What follows belongs to an exercise in optimizing a design on an open flow for a short achievable clock period and few clock cycles per item; a production flow would make more cautious choices.
Where RTL was checked, it was by simulation tests only, not by an equivalence proof against the original.
No activity file was given, so power comes from the tool's default toggle rates.

red:
==> flow/design.v (excerpt) <==
module calendar_time_add_minutes #(
    parameter int MAX_ADD_MINUTES = 65535
) (
    input  wire logic                     clk,
    input  wire logic                     rst_n,
    input  wire logic                     cmd_valid,
    output wire logic                     cmd_ready,
    input  wire logic                     cmd_req_type,
    input  wire logic [cta_pkg::ADD_W-1:0]    cmd_add_minutes,
    input  wire logic [cta_pkg::DAY_W-1:0]    cmd_load_day,
    input  wire logic [cta_pkg::MONTH_W-1:0]  cmd_load_month,
    input  wire logic [cta_pkg::YEAR_W-1:0]   cmd_load_year,
    input  wire logic [cta_pkg::HOUR_W-1:0]   cmd_load_hour,
    input  wire logic [cta_pkg::MINUTE_W-1:0] cmd_load_minute,
    output wire logic                     rsp_valid,
    input  wire logic                     rsp_ready,
    output wire logic [cta_pkg::DAY_W-1:0]    rsp_out_day,
    output wire logic [cta_pkg::MONTH_W-1:0]  rsp_out_month,
    output wire logic [cta_pkg::YEAR_W-1:0]   rsp_out_year,
    output wire logic [cta_pkg::HOUR_W-1:0]   rsp_out_hour,
    output wire logic [cta_pkg::MINUTE_W-1:0] rsp_out_minute,
    output wire logic                     rsp_leap_flag,
    output wire logic [cta_pkg::DAY_W-1:0]    rsp_month_length
);
For scale: about 750 flip-flops, roughly 35000 um2 of cells after synthesis.
Settings: LEC_CHECK=0, ABC_CLOCK_PERIOD_IN_PS=1500, CAP_MARGIN=20, CORE_MARGIN=2, CORE_UTILIZATION=40, SETUP_SLACK_MARGIN=5, SLEW_MARGIN=20; clock period 10.0 ns.
standard.sh (not shown) runs the stock make flow with config.mk's settings and CLKGATE_MAP_FILE= SYNTH_SCRIPT=/design/flow/synth_recipe.tcl, a recipe that flattens the netlist after the stock synthesis.
==> flow/flow/run.sh <==
#!/bin/bash
set -euo pipefail
cd "$(dirname "$0")/.."
bash standard.sh SETUP_SLACK_MARGIN=7 finish > standard_make.log 2>&1
The flow did not stop early for red: all stages ran, and the layout cleared the timing, DRC and antenna checks.
## Diff of input files: blue against red
==> flow/run.sh (new file) <==
#!/bin/bash
# synth_recipe.tcl (not shown) runs the flow's synth.tcl, then flattens the netlist and writes it again
# the make line also repeats each setting of config.mk as NAME=value (left out here)
make -C /OpenROAD-flow-scripts/flow DESIGN_CONFIG=/design/flow/config.mk WORK_HOME=/design/flow/orfs CLKGATE_MAP_FILE= SYNTH_SCRIPT=/design/flow/synth_recipe.tcl finish
removed: flow/flow/run.sh
removed: flow/standard.sh
## What came out
Fraction of area in multi-input gates on blue is down relative to red. Total wirelength of the detailed-routed design: higher on red. Comparing red and blue, met1 usage in global routing is lower on blue. On power consumed by combinational cells: between red and blue, it ends up lower for blue. Global-route wire length before repair, blue vs red: down by a few percent. Comparing red with blue, the placed instance count came out essentially unchanged. Compared with red, blue shows sequential-cell power consumption higher by about 3%. From red to blue the numbers moved as follows: share of power burned in combinational logic fell by 8.9 points, post-route total power fell by 11%, fmax fell by 14%. As of blue, final cell area excluding filler cells had fallen by a little under 10% compared to red.
Function was not checked in any run of this note: the RTL went through the layout flow alone.

---

sierra:
Another version of the RTL of calendar_time_add_minutes (not shown whole).
For scale: roughly 680 flip-flops, roughly 100 I/O pins, roughly 38,000 sq um of cells after synthesis.
==> flow/config.mk <==
export PLATFORM = sky130hd
export DESIGN_NAME = calendar_time_add_minutes
export DESIGN_NICKNAME = calendar_time_add_minutes
export VERILOG_FILES = /design/flow/design.v
export SDC_FILE = /design/flow/constraint.sdc
export NUM_CORES = 4
export LEC_CHECK = 0
export ABC_CLOCK_PERIOD_IN_PS = 1500
export CAP_MARGIN = 20
export CORE_MARGIN = 2
export CORE_UTILIZATION = 40
export SETUP_SLACK_MARGIN = 5
export SLEW_MARGIN = 20
==> flow/constraint.sdc <==
create_clock -name core_clock -period 10.0 [get_ports {clk}]
set_input_delay 2.0000 -clock core_clock [delete_from_list [all_inputs] [get_ports {clk}]]
set_output_delay 2.0000 -clock core_clock [all_outputs]
set_load 0.01 [all_outputs]
==> flow/flow/run.sh <==
#!/bin/bash
set -euo pipefail
cd "$(dirname "$0")/.."
bash standard.sh SETUP_SLACK_MARGIN=7 finish > standard_make.log 2>&1
sierra | stages: all done | timing, DRC, antenna: all pass
Testbench counts of sierra, summed over its fixed seeds: cycles 2,432, items 2,400.
[inputs] onyx vs sierra
==> flow/flow/run.sh <==
#!/bin/bash
set -euo pipefail
cd "$(dirname "$0")/.."
bash standard.sh SETUP_SLACK_MARGIN=6.5 finish > standard_make.log 2>&1
Results
Side by side, largest net degree at the start of global routing turned out higher in onyx than in sierra.
onyx vs sierra, relative contribution of the clock network to total power went up by 2.2 points.
Diff onyx and sierra: total power draw higher in sierra
On number of optimization iterations in the first detailed-route pass: between onyx and sierra, it ends up lower for onyx.
### onyx -> quartz
==> flow/flow/run.sh <==
#!/bin/bash
set -euo pipefail
cd "$(dirname "$0")/.."
bash standard.sh SETUP_SLACK_MARGIN=7.5 finish > standard_make.log 2>&1
==> run notes <==
Footprint of the flip-flops and latches on quartz is up relative to onyx.
Diff onyx -> quartz: post-route clock period utilization now sits lower; fmax higher.
Looking at sequential cell area share, quartz sits 7.3 points lower than onyx does.
Against onyx, quartz comes in 0.0035 W higher on total power draw.
onyx and quartz ended up with nearly the same total die area.
Compared with onyx, quartz shows a utilization that is 11 points higher.
Cell count: quartz higher than onyx
Where leakage component of the power is concerned, onyx is better than quartz.
Taking onyx as the reference point, the wire length reported by the detailed router of quartz rises by 25%.
Here is what was changed in the inputs of pepper compared with quartz.
==> flow/flow/run.sh <==
#!/bin/bash
set -euo pipefail
cd "$(dirname "$0")/.."
bash standard.sh SETUP_SLACK_MARGIN=7 finish > standard_make.log 2>&1
diff --git a/flow/config.mk b/flow/config.mk
--- a/flow/config.mk
+++ b/flow/config.mk
@@ -10,3 +10,3 @@
 export CORE_MARGIN = 2
-export CORE_UTILIZATION = 40
+export CORE_UTILIZATION = 55
 export SETUP_SLACK_MARGIN = 5
Notes after the runs:
Compared to quartz, pepper has wire length of the first global-routing pass 22,000 microns lower. Where power is concerned, quartz is outperformed by pepper. In the flow results for quartz and pepper, the signed area change from the synthesized netlist to the final layout is larger on quartz. What pepper reported for internal power consumption has to be multiplied by 1.18 to get the figure for quartz. First-iteration DRC count (quartz / pepper): 1.2. pepper vs. quartz: overall fraction of global-route tracks in use +5.8 points; ratio of final minimum period to clock period fell 0.18 points; layout filler cell count has decreased. Taking quartz as the reference point, the net switching share of the total power of pepper falls by 1.3 points.
The inputs of delta differ from those of pepper as listed below.
diff --git a/flow/config.mk b/flow/config.mk
--- a/flow/config.mk
+++ b/flow/config.mk
@@ -7,6 +7,6 @@
 export LEC_CHECK = 0
-export ABC_CLOCK_PERIOD_IN_PS = 1500
+export ABC_CLOCK_PERIOD_IN_PS = 3000
 export CAP_MARGIN = 20
 export CORE_MARGIN = 2
-export CORE_UTILIZATION = 55
+export CORE_UTILIZATION = 40
 export SETUP_SLACK_MARGIN = 5
==> comparison <==
No stage failed in delta, and the final checks on the layout all came back clean. Compared with pepper, delta shows global router's overall resource usage lower by 9.7 points. | layout multi-input combinational cell count | pepper vs delta | ≈ equal |. Compared with pepper, delta shows fraction of the cycle the final worst path needs lower by 0.61 points. delta against pepper: share of total power in sequential cells decreased 0.4 points, wire length of the first global-routing pass fell by about 2.7%, routed wire length down 2.7%. pepper has a lower die area than delta. Going from pepper to delta, the instance count after placement with tap cells included was found to have gone up by 7.4%.

---

calendar_time_add_minutes, a different RTL version from the one above (not shown whole).
Size in the first run: about 100 I/O pins, ~44000 um2 of cells after synthesis.
clock: 10.0 ns
lec_check: 0
cap_margin: 20
core_margin: 2
core_utilization: 40
slew_margin: 20
run.sh (not shown) runs the stock make flow with config.mk's settings and CLKGATE_MAP_FILE= SYNTH_SCRIPT=/design/flow/synth_recipe.tcl, a recipe that flattens the netlist after the stock synthesis.
Stock flow here: none of the scripts above is used.
The first run completed without violations.
Testbench counts at the start, summed over its fixed seeds: cycles 2,456, items 2,400.
Rerun with:
ABC_CLOCK_PERIOD_IN_PS = 1500   (was unset)
SETUP_SLACK_MARGIN = 5   (was unset)
=> Hold slack hardly moves. Cell count barely changes. Sequential power stays flat. Utilization is higher by 0.20 points.

## port drivers added, routing unchanged
How much do the figures lean on ideal ports? The routed layouts below were timed once more, with nothing changed but the port constraints.
Step 1 (the two cells are an assumption about what drives the block):
set clk [get_ports {clk}]
set_driving_cell -lib_cell sky130_fd_sc_hd__clkbuf_16 $clk
set_driving_cell -lib_cell sky130_fd_sc_hd__buf_2 [delete_from_list [all_inputs] $clk]
Step 2 moves the port delays by t, midway between the first and last clock arrival at a register: inputs arrive t later, outputs are due t later. That takes back most of the time a late clock gives input paths.
Slacks: no drivers / after step 1 / after step 2; pairs: no drivers / after step 1.
run | t (ns) | setup slack, ns | clock arrival spread, ns | slew at the worst register clock pin (ns) | worst slew at a driven data input, ns
red | 0.695 | 5.928 / 5.928 / 5.928 | 0.040 / 0.041 | 0.06 / 0.06 | 0.06
blue | 0.699 | 5.255 / 5.255 / 5.255 | 0.063 / 0.063 | 0.06 / 0.06 | 0.05
sierra | 0.707 | 6.832 / 6.768 / 6.339 | 0.047 / 0.047 | 0.08 / 0.08 | 0.09
onyx | 0.704 | 6.472 / 6.472 / 5.951 | 0.060 / 0.061 | 0.07 / 0.07 | 0.07
quartz | 0.712 | 6.753 / 6.741 / 6.436 | 0.052 / 0.051 | 0.07 / 0.07 | 0.06
pepper | 0.697 | 6.770 / 6.766 / 6.318 | 0.026 / 0.027 | 0.07 / 0.07 | 0.05
delta | 0.707 | 6.832 / 6.768 / 6.339 | 0.047 / 0.047 | 0.08 / 0.08 | 0.09
the first run of note 3 | 0.722 | 4.585 / 4.585 / 4.585 | 0.038 / 0.037 | 0.07 / 0.07 | 0.04
the second run of note 3 | 0.726 | 5.182 / 5.182 / 5.182 | 0.040 / 0.040 | 0.07 / 0.07 | 0.04
After both steps every run listed still meets setup and hold. The setup slack of onyx, which loses most, moves by 0.000 ns with the drivers and by -0.521 ns with both steps.
